This design comes from an exercise in tuning for small area on the open sky130 flow, not from production work.
The RTL was checked by simulation tests, not by an equivalence proof against the original design.

// aesTop
module aesTop (
	input logic clock,
	input logic reset,
	input logic start,
	input aesTypesPkg::aesBlock plainText,
	input aesTypesPkg::aesBlock key,
	output aesTypesPkg::aesBlock cipherText,
	output logic done
);
==> flow/config.mk <==
export PLATFORM = sky130hd
export DESIGN_NAME = aesTop
export DESIGN_NICKNAME = aesTop
export VERILOG_FILES = /design/flow/design.v
export SDC_FILE = /design/flow/constraint.sdc
export NUM_CORES = 4
export LEC_CHECK = 0
export CAP_MARGIN = 5
export CORE_MARGIN = 2
export CORE_UTILIZATION = 55
export SLEW_MARGIN = 5
export SYNTH_HIERARCHICAL = 1
export SYNTH_MINIMUM_KEEP_SIZE = 0
==> flow/constraint.sdc <==
create_clock -name core_clock -period 25.0 [get_ports {clock}]
set_input_delay 5.0000 -clock core_clock [delete_from_list [all_inputs] [get_ports {clock}]]
set_output_delay 5.0000 -clock core_clock [all_outputs]
set_load 0.01 [all_outputs]
standard.sh (not shown) runs the stock make flow with config.mk's settings and CLKGATE_MAP_FILE= SYNTH_SCRIPT=/design/flow/synth_recipe.tcl, a recipe that flattens the netlist after the stock synthesis.
==> flow/flow/run.sh <==
#!/bin/bash
# The standard layout, with each port buffered by the smallest buffer cell and
# a clock tree of small buffers without dummy loads.
set -euo pipefail
export BUFFER_PORTS_ARGS="-buffer_cell sky130_fd_sc_hd__buf_1"
export CTS_ARGS="-sink_clustering_enable -repair_clock_nets -buf_list {sky130_fd_sc_hd__clkbuf_4 sky130_fd_sc_hd__clkbuf_8} -root_buf sky130_fd_sc_hd__clkbuf_8 -sink_clustering_size 17 -sink_clustering_max_diameter 60 -dont_use_dummy_load"
bash standard.sh > std_flow.log 2>&1
Change:
==> flow/flow/run.sh (replaced) <==
#!/bin/bash
# The standard layout, with each port buffered by the smallest buffer cell and
# a clock tree of small buffers without dummy loads.
set -euo pipefail
export BUFFER_PORTS_ARGS="-buffer_cell sky130_fd_sc_hd__buf_1"
export CTS_ARGS="-sink_clustering_enable -repair_clock_nets -buf_list {sky130_fd_sc_hd__clkbuf_4 sky130_fd_sc_hd__clkbuf_8} -root_buf sky130_fd_sc_hd__clkbuf_8 -sink_clustering_size 14 -sink_clustering_max_diameter 60 -dont_use_dummy_load"
bash standard.sh > std_flow.log 2>&1
- CAP_MARGIN: 5 -> 20
- CORE_UTILIZATION: 55 -> 50
- SLEW_MARGIN: 5 -> 20
The new run ran to the end with no violations.
Routed wire length came out lower by 1.2%.
Clock-buffer cell count came out higher by 2.
Cell area hardly moves.
Worst setup slack is better by 0.20 ns.
Cell count came out higher by 0.83%.
Die area came out higher by 9.7%.
Utilization came out lower by 6.6 points.

aesTop, a different RTL version from the one above (not shown whole).
For scale: ~1100 cells after synthesis, about 390 I/O pins.
==> flow/config.mk <==
export PLATFORM = sky130hd
export DESIGN_NAME = aesTop
export DESIGN_NICKNAME = aesTop
export VERILOG_FILES = /design/flow/design.v
export SDC_FILE = /design/flow/constraint.sdc
export NUM_CORES = 4
export LEC_CHECK = 0
export CAP_MARGIN = 0
export CORE_MARGIN = 2
export CORE_UTILIZATION = 50
export SLEW_MARGIN = 0
export SYNTH_HIERARCHICAL = 1
export SYNTH_MINIMUM_KEEP_SIZE = 0
==> flow/constraint.sdc <==
create_clock -name core_clock -period 25.0 [get_ports {clock}]
set_input_delay 5.0000 -clock core_clock [delete_from_list [all_inputs] [get_ports {clock}]]
set_output_delay 5.0000 -clock core_clock [all_outputs]
set_load 0.01 [all_outputs]
==> flow/flow/run.sh <==
#!/bin/bash
# The standard layout, with each port buffered by the smallest buffer cell and
# a clock tree of small buffers without dummy loads.
set -euo pipefail
export BUFFER_PORTS_ARGS="-buffer_cell sky130_fd_sc_hd__buf_1"
export CTS_ARGS="-sink_clustering_enable -repair_clock_nets -buf_list {sky130_fd_sc_hd__clkbuf_4 sky130_fd_sc_hd__clkbuf_8} -root_buf sky130_fd_sc_hd__clkbuf_8 -sink_clustering_size 18 -sink_clustering_max_diameter 100 -dont_use_dummy_load"
bash standard.sh > std_flow.log 2>&1
Edit:
CAP_MARGIN = 5   (was 0)
SLEW_MARGIN = 5   (was 0)
Global-route usage does not change.
Register-to-register slack is about the same.
Setup slack is unchanged.
Wire length does not change.
Final area does not change.
Sequential cell count does not change.
Final cell count stays the same.

## static timing again, ports no longer ideal
In the flow no input, the clock included, has a driving cell. The finished layouts below were timed again as built, in two steps.
Step 1 assumes that a clkbuf_16 drives the clock port and a buf_2 every other input.
Step 2 also shifts input and output timing later by t, the mid clock arrival at the registers, as if the neighbouring blocks saw the same clock.
a / b / c = ideal ports / drivers / drivers and shift; a / b = the first two.
| run | shift t [ns] | setup slack, ns | worst register clock-pin slew, ns |
|---|---|---|---|
| the first run of note 1 | 0.561 | 17.348 / 17.350 / 16.789 | 0.11 / 0.11 |
| the second run of note 1 | 0.589 | 17.552 / 17.547 / 16.958 | 0.09 / 0.09 |
| the first run of note 2 | 0.573 | 17.539 / 17.539 / 17.437 | 0.12 / 0.12 |
| the second run of note 2 | 0.573 | 17.539 / 17.539 / 17.437 | 0.12 / 0.12 |
After both steps setup and hold are still met in every run listed. For the second run of note 1, which loses most, drivers alone change the setup slack by -0.005 ns; drivers and shift together by -0.594 ns.
